Context: an optimization exercise on an open-source flow, tuned for small area and a short achievable clock period. The choices shown serve that exercise and are no tape-out recipe.
The RTL was checked by simulation tests, not by an equivalence proof against the original design.
No driver is modelled on the clock port, so clocking that relies on it looks cheaper here than on a real chip.
Power and IR drop assume default switching activity.

// bin_mult
module bin_mult #(
  parameter int WIDTH  = 32,
  parameter int STAGES = 4
) (
  input  logic               CLK,
  input  logic               rst_n,
  input  logic [WIDTH-1:0]   A,
  input  logic [WIDTH-1:0]   B,
  output logic [2*WIDTH-1:0] C
);
  logic [31:0] a_r;
  logic [48:0] b_r;
  logic [3:0]  v_r;
  logic [63:0] prod;
  logic [0:0] h1_0;
  logic [0:0] h1_1;
  logic [0:0] h1_2;
  logic [0:0] h1_3;
  logic [0:0] h1_4;
  logic [3:0] h1_5;
  logic [1:0] h1_6;
  logic [1:0] h1_7;
  logic [1:0] h1_8;
  logic [1:0] h1_9;
  logic [1:0] h1_10;
  logic [1:0] h1_11;
  logic [1:0] h1_12;
  logic [1:0] h1_13;
  logic [1:0] h1_14;
  logic [1:0] h1_15;
  logic [1:0] h1_16;
  logic [1:0] h1_17;
  logic [1:0] h1_18;
  logic [1:0] h1_19;
  logic [1:0] h1_20;
  logic [1:0] h1_21;
  logic [1:0] h1_22;
  logic [1:0] h1_23;
  logic [1:0] h1_24;
  logic [1:0] h1_25;
  logic [1:0] h1_26;
  logic [1:0] h1_27;
  logic [1:0] h1_28;
  logic [1:0] h1_29;
  logic [1:0] h1_30;
  logic [1:0] h1_31;
  logic [1:0] h1_32;
  logic [2:0] h1_33;
  logic [1:0] h1_34;
  logic [2:0] h1_35;
  logic [1:0] h1_36;
  logic [2:0] h1_37;
  logic [1:0] h1_38;
  logic [0:0] h1_39;
  logic [2:0] h1_40;
  logic [0:0] h1_41;
  logic [0:0] h1_42;
  logic [1:0] h1_43;
  logic [31:0] a1_r;
  logic [48:0] b1_r;
  logic [0:0] h2_0;
  logic [0:0] h2_1;
  logic [0:0] h2_2;
  logic [0:0] h2_3;
  logic [0:0] h2_4;
  logic [0:0] h2_5;
  logic [0:0] h2_6;
  logic [0:0] h2_7;
  logic [0:0] h2_8;
  logic [1:0] h2_9;
  logic [2:0] h2_10;
  logic [1:0] h2_11;
  logic [1:0] h2_12;
  logic [1:0] h2_13;
  logic [1:0] h2_14;
  logic [1:0] h2_15;
  logic [1:0] h2_16;
  logic [1:0] h2_17;
  logic [1:0] h2_18;
  logic [1:0] h2_19;
  logic [1:0] h2_20;
  logic [1:0] h2_21;
  logic [1:0] h2_22;
  logic [3:0] h2_23;
  logic [2:0] h2_24;
  logic [2:0] h2_25;
  logic [2:0] h2_26;
  logic [2:0] h2_27;
  logic [2:0] h2_28;
  logic [4:0] h2_29;
  logic [3:0] h2_30;
  logic [3:0] h2_31;
  logic [2:0] h2_32;
  logic [4:0] h2_33;
  logic [3:0] h2_34;
  logic [4:0] h2_35;
  ...
Size: roughly 130 I/O pins, ~35,000 um2 of cells after synthesis.
export LEC_CHECK = 0
export CAP_MARGIN = 20
export CORE_MARGIN = 2
export CORE_UTILIZATION = 40
export CTS_CLUSTER_DIAMETER = 80
export CTS_CLUSTER_SIZE = 24
export SLEW_MARGIN = 20
create_clock -name core_clock -period 9.0 [get_ports {CLK}]
standard.sh (not shown) runs the stock make flow with config.mk's settings and CLKGATE_MAP_FILE= SYNTH_SCRIPT=/design/flow/synth_recipe.tcl, a recipe that flattens the netlist after the stock synthesis.
==> flow/flow/run.sh <==
#!/bin/bash
# Own layout flow: the standard synthesis, then a polarity pass over the mapped
# netlist (flow/polarity.py: flips full adders and 2-input gates to remove
# inverters; same registers, same function), then the standard layout steps
# with the make settings listed one per line in flow/extra.txt.
set -uo pipefail
R=orfs/results/sky130hd/bin_mult/base
EXTRA=()
if [[ -f flow/extra.txt ]]; then readarray -t EXTRA < <(grep -v '^\s*$' flow/extra.txt); fi
bash standard.sh synth > log_synth.txt 2>&1 || { tail -20 log_synth.txt; exit 1; }
cp $R/1_2_yosys.v $R/1_2_yosys_standard.v
python3 flow/polarity.py $R/1_2_yosys_standard.v $R/1_2_yosys_polarity.v > log_polarity.txt 2>&1 || { cat log_polarity.txt; exit 1; }
cp $R/1_2_yosys_polarity.v $R/1_2_yosys.v
rm -f $R/1_synth.odb
bash standard.sh finish "${EXTRA[@]}" > log_layout.txt 2>&1 || { tail -20 log_layout.txt; exit 1; }
==> flow/flow/extra.txt <==
SETUP_SLACK_MARGIN=6.2
Other scripts of this flow, unchanged in this note and not shown: flow/flow/polarity.py
The baseline completed without violations.
Change:
==> flow/flow/run.sh (replaced) <==
#!/bin/bash
# Own layout flow: the standard synthesis, then a polarity pass over the mapped
# netlist (flow/polarity.py: flips full adders and 2-input gates to remove
# inverters, same registers and same function), then the standard layout steps.
set -uo pipefail
R=orfs/results/sky130hd/bin_mult/base
MARGIN=$(cat flow/margin.txt 2>/dev/null || echo 0)
bash standard.sh synth > log_synth.txt 2>&1 || { tail -20 log_synth.txt; exit 1; }
cp $R/1_2_yosys.v $R/1_2_yosys_standard.v
python3 flow/polarity.py $R/1_2_yosys_standard.v $R/1_2_yosys_polarity.v > log_polarity.txt 2>&1 || { cat log_polarity.txt; exit 1; }
cp $R/1_2_yosys_polarity.v $R/1_2_yosys.v
rm -f $R/1_synth.odb
bash standard.sh finish SETUP_SLACK_MARGIN=$MARGIN > log_layout.txt 2>&1 || { tail -20 log_layout.txt; exit 1; }
==> flow/flow/margin.txt (new file) <==
6.5
- CTS_CLUSTER_DIAMETER: 80 -> default
- CTS_CLUSTER_SIZE: 24 -> default
removed: flow/flow/extra.txt
Result: Worst setup slack hardly moves; cell area came out higher by 17%; critical path depth stays the same; die area is unchanged; routed wire length went up by 21%; sequential share of layout area fell by 4.1 points; count of clock-buffer cells in the layout grows by 33; via count rises by 9.7%.
Change:
==> flow/flow/run.sh (replaced) <==
#!/bin/bash
# Own layout flow: the standard synthesis, then a polarity pass over the mapped
# netlist (flow/polarity.py: flips full adders and 2-input gates to remove
# inverters; same registers, same function), then the standard layout steps
# with the make settings listed one per line in flow/extra.txt.
set -uo pipefail
R=orfs/results/sky130hd/bin_mult/base
EXTRA=()
if [[ -f flow/extra.txt ]]; then readarray -t EXTRA < <(grep -v '^\s*$' flow/extra.txt); fi
bash standard.sh synth > log_synth.txt 2>&1 || { tail -20 log_synth.txt; exit 1; }
cp $R/1_2_yosys.v $R/1_2_yosys_standard.v
python3 flow/polarity.py $R/1_2_yosys_standard.v $R/1_2_yosys_polarity.v > log_polarity.txt 2>&1 || { cat log_polarity.txt; exit 1; }
cp $R/1_2_yosys_polarity.v $R/1_2_yosys.v
rm -f $R/1_synth.odb
bash standard.sh finish "${EXTRA[@]}" > log_layout.txt 2>&1 || { tail -20 log_layout.txt; exit 1; }
==> flow/flow/extra.txt (new file) <==
SETUP_SLACK_MARGIN=6.1
BUFFER_PORTS_ARGS=-buffer_cell sky130_fd_sc_hd__buf_1
- CTS_CLUSTER_DIAMETER: default -> 80
- CTS_CLUSTER_SIZE: default -> 24
removed: flow/flow/margin.txt
Outcome: Setup slack gets better by 0.043 ns. Wire length decreases by about a fifth. Cell area decreases by about a fifth. Global-route usage decreases by 5.4 points. Sequential cell count is unchanged. Fmax increases slightly. Core utilization decreases by 8.6 points. Clock skew increases by 0.012 ns. Synthesized area stays the same.
Change:
--- a/flow/flow/run.sh
+++ b/flow/flow/run.sh
@@ -3,5 +3,7 @@
 # netlist (flow/polarity.py: flips full adders and 2-input gates to remove
 # inverters; same registers, same function), then the standard layout steps
-# with the make settings listed one per line in flow/extra.txt.
+# with the make settings listed one per line in flow/extra.txt, and a hook
+# after CTS (flow/post_cts.tcl) that lets the clock port drive the first level
+# of the clock tree directly.
 set -uo pipefail
 R=orfs/results/sky130hd/bin_mult/base
@@ -13,3 +15,3 @@
 cp $R/1_2_yosys_polarity.v $R/1_2_yosys.v
 rm -f $R/1_synth.odb
-bash standard.sh finish "${EXTRA[@]}" > log_layout.txt 2>&1 || { tail -20 log_layout.txt; exit 1; }
+bash standard.sh finish "POST_CTS_TCL=$PWD/flow/post_cts.tcl" "${EXTRA[@]}" > log_layout.txt 2>&1 || { tail -20 log_layout.txt; exit 1; }
==> flow/flow/extra.txt (replaced) <==
SETUP_SLACK_MARGIN=6.2
BUFFER_PORTS_ARGS=-buffer_cell sky130_fd_sc_hd__buf_1
==> flow/flow/post_cts.tcl (new file) <==
set block [ord::get_db_block]
set root [$block findInst clkbuf_0_CLK]
if {$root != "NULL"} {
  set clk_net [[$root findITerm A] getNet]
  set out_net [[$root findITerm X] getNet]
  set loads {}
  foreach it [$out_net getITerms] {
    if {[$it getInst] != $root} { lappend loads $it }
  }
  if {[llength $loads] <= 4 && [llength [$out_net getBTerms]] == 0} {
    foreach it $loads {
      $it disconnect
      $it connect $clk_net
    }
    odb::dbInst_destroy $root
    odb::dbNet_destroy $out_net
    puts "post_cts: removed root clock buffer, port drives [llength $loads] buffers"
    estimate_parasitics -placement
    repair_timing_helper
    detailed_placement
    check_placement -verbose
  } else {
    puts "post_cts: root buffer has [llength $loads] loads, kept"
  }
}
- CORE_UTILIZATION: 40 -> 60
- PLACE_DENSITY: default -> 0.7
Synthesized cell count is unchanged.
Power stays flat.
Final area shrinks by 0.68%.
Clock skew barely changes.
Cell count shrinks by 9.2%.
Synthesized area does not change.
Setup slack is better by 0.14 ns.
Change:
==> flow/flow/run.sh (replaced) <==
#!/bin/bash
# Own layout flow: the standard synthesis, then a polarity pass over the mapped
# netlist (flow/polarity.py: flips full adders and 2-input gates to remove
# inverters, same registers and same function), then the standard layout steps.
set -uo pipefail
R=orfs/results/sky130hd/bin_mult/base
MARGIN=$(cat flow/margin.txt 2>/dev/null || echo 0)
bash standard.sh synth > log_synth.txt 2>&1 || { tail -20 log_synth.txt; exit 1; }
cp $R/1_2_yosys.v $R/1_2_yosys_standard.v
python3 flow/polarity.py $R/1_2_yosys_standard.v $R/1_2_yosys_polarity.v > log_polarity.txt 2>&1 || { cat log_polarity.txt; exit 1; }
cp $R/1_2_yosys_polarity.v $R/1_2_yosys.v
rm -f $R/1_synth.odb
bash standard.sh finish SETUP_SLACK_MARGIN=$MARGIN > log_layout.txt 2>&1 || { tail -20 log_layout.txt; exit 1; }
==> flow/flow/margin.txt (new file) <==
6
- CORE_UTILIZATION: 60 -> 40
- CTS_CLUSTER_DIAMETER: 80 -> default
- CTS_CLUSTER_SIZE: 24 -> default
- PLACE_DENSITY: 0.7 -> default
removed: flow/flow/extra.txt
removed: flow/flow/post_cts.tcl
Global-route usage shrinks by 10 points.
Final cell count grows by 11%.
Routed wire length climbs by 5.2%.
Setup slack got worse by 0.16 ns.
Clock skew came out lower by 0.020 ns.
Flip-flop and latch count does not change.
Critical path depth came out lower by 6.
Clock power rises by 62%.
Cell area rises by 3.3%.

* * *

Another version of the RTL of bin_mult (not shown whole).
For scale: about 2900 cells after synthesis.
export LEC_CHECK = 0
export CAP_MARGIN = 20
export CORE_MARGIN = 2
export CORE_UTILIZATION = 60
export CTS_CLUSTER_DIAMETER = 80
export CTS_CLUSTER_SIZE = 24
export PLACE_DENSITY = 0.7
export SLEW_MARGIN = 20
create_clock -name core_clock -period 9.0 [get_ports {CLK}]
==> flow/flow/run.sh <==
#!/bin/bash
# Own layout flow: the standard synthesis, then a polarity pass over the mapped
# netlist (flow/polarity.py: flips full adders and 2-input gates to remove
# inverters; same registers, same function), then the standard layout steps
# with the make settings listed one per line in flow/extra.txt, and a hook
# after CTS (flow/post_cts.tcl) that lets the clock port drive the first level
# of the clock tree directly.
set -uo pipefail
R=orfs/results/sky130hd/bin_mult/base
EXTRA=()
if [[ -f flow/extra.txt ]]; then readarray -t EXTRA < <(grep -v '^\s*$' flow/extra.txt); fi
bash standard.sh synth > log_synth.txt 2>&1 || { tail -20 log_synth.txt; exit 1; }
cp $R/1_2_yosys.v $R/1_2_yosys_standard.v
python3 flow/polarity.py $R/1_2_yosys_standard.v $R/1_2_yosys_polarity.v > log_polarity.txt 2>&1 || { cat log_polarity.txt; exit 1; }
cp $R/1_2_yosys_polarity.v $R/1_2_yosys.v
rm -f $R/1_synth.odb
bash standard.sh finish "POST_CTS_TCL=$PWD/flow/post_cts.tcl" "${EXTRA[@]}" > log_layout.txt 2>&1 || { tail -20 log_layout.txt; exit 1; }
==> flow/flow/extra.txt <==
SETUP_SLACK_MARGIN=6.2
BUFFER_PORTS_ARGS=-buffer_cell sky130_fd_sc_hd__buf_1
Other scripts of this flow, unchanged in this note and not shown: flow/flow/polarity.py, flow/flow/post_cts.tcl
The starting point finished clean.
Rerun with:
==> flow/flow/extra.txt (replaced) <==
SETUP_SLACK_MARGIN=6.25
BUFFER_PORTS_ARGS=-buffer_cell sky130_fd_sc_hd__buf_1
- CORE_UTILIZATION: 60 -> 65
- PLACE_DENSITY: 0.7 -> 0.75
Final area grows slightly; clock skew stays flat; critical path depth grows by 1.

* * *

Setup of rev 12:
Starting RTL as in the previous note.
Settings: LEC_CHECK=0, CAP_MARGIN=20, CORE_MARGIN=2, CORE_UTILIZATION=60, CTS_CLUSTER_DIAMETER=80, CTS_CLUSTER_SIZE=24, PLACE_DENSITY=0.7, SLEW_MARGIN=20; clock period 9.0 ns.
==> flow/flow/extra.txt <==
SETUP_SLACK_MARGIN=6.25
BUFFER_PORTS_ARGS=-buffer_cell sky130_fd_sc_hd__buf_1
Scripts as last shown in full above: flow/flow/run.sh
Other scripts of this flow, unchanged in this note and not shown: flow/flow/polarity.py, flow/flow/post_cts.tcl
The following lists how rev 13 was set up differently from rev 12:
-- flow/flow/extra.txt --
<<< rev 12, line 1
SETUP_SLACK_MARGIN=6.25
>>> rev 13, line 1
SETUP_SLACK_MARGIN=6.3
## What came out
- No stage failed in rev 13, and the final checks on the layout all came back clean.
- Diff rev 12 -> rev 13 | sum of internal, switching and leakage power | increase of about 0.7%
- Rev 13 vs. rev 12: global-route usage went up 1.7 points, buffer share of cell area went up 1.1 points.
- Summary of rev 13 over rev 12: first-iteration DRC count shows a reduction of 22; count of plain and timing-repair buffers went up; wire length reported by the detailed router rose by about 5%; cell area after layout increased 1.5%.
- ~same worst hold slack after final layout in rev 12 and rev 13

==> re-timing with driven ports <==
The results above use ideal ports. As a check the final layouts listed here were re-extracted and re-timed, cells and wires unchanged. Step 1 assumes that a clkbuf_16 drives the clock port and a buf_2 every other input. Step 2 moves the port delays by t, midway between the first and last clock arrival at a register: inputs arrive t later, outputs are due t later. That takes back most of the time a late clock gives input paths. a / b / c = ideal ports / drivers / drivers and shift; a / b = the first two.
run | t (ns) | setup WS [ns] | slew at the worst register clock pin (ns) | worst data-port slew with drivers (ns)
the first run of note 1 | 0.656 | 6.013 / 5.952 / 5.955 | 0.10 / 0.10 | 0.06
the second run of note 1 | 0.702 | 6.011 / 5.946 / 6.022 | 0.07 / 0.07 | 0.06
the third run of note 1 | 0.642 | 6.053 / 5.994 / 6.156 | 0.10 / 0.10 | 0.05
the fourth run of note 1 | 0.512 | 6.189 / 6.165 / 6.190 | 0.09 / 0.09 | 0.15
the fifth run of note 1 | 0.667 | 6.032 / 5.968 / 5.958 | 0.07 / 0.07 | 0.05
the first run of note 2 | 0.518 | 6.142 / 6.141 / 6.141 | 0.09 / 0.09 | 0.04
the second run of note 2 | 0.496 | 6.204 / 6.170 / 6.204 | 0.10 / 0.10 | 0.04
rev 12 | 0.568 | 6.195 / 6.106 / 6.235 | 0.10 / 0.10 | 0.04
rev 13 | 0.523 | 6.241 / 6.169 / 6.241 | 0.10 / 0.10 | 0.04
After both steps every run listed still meets setup and hold. For the fifth run of note 1, which loses most, drivers alone change the setup slack by -0.064 ns; drivers and shift together by -0.074 ns. Setup slack includes reset recovery checks.
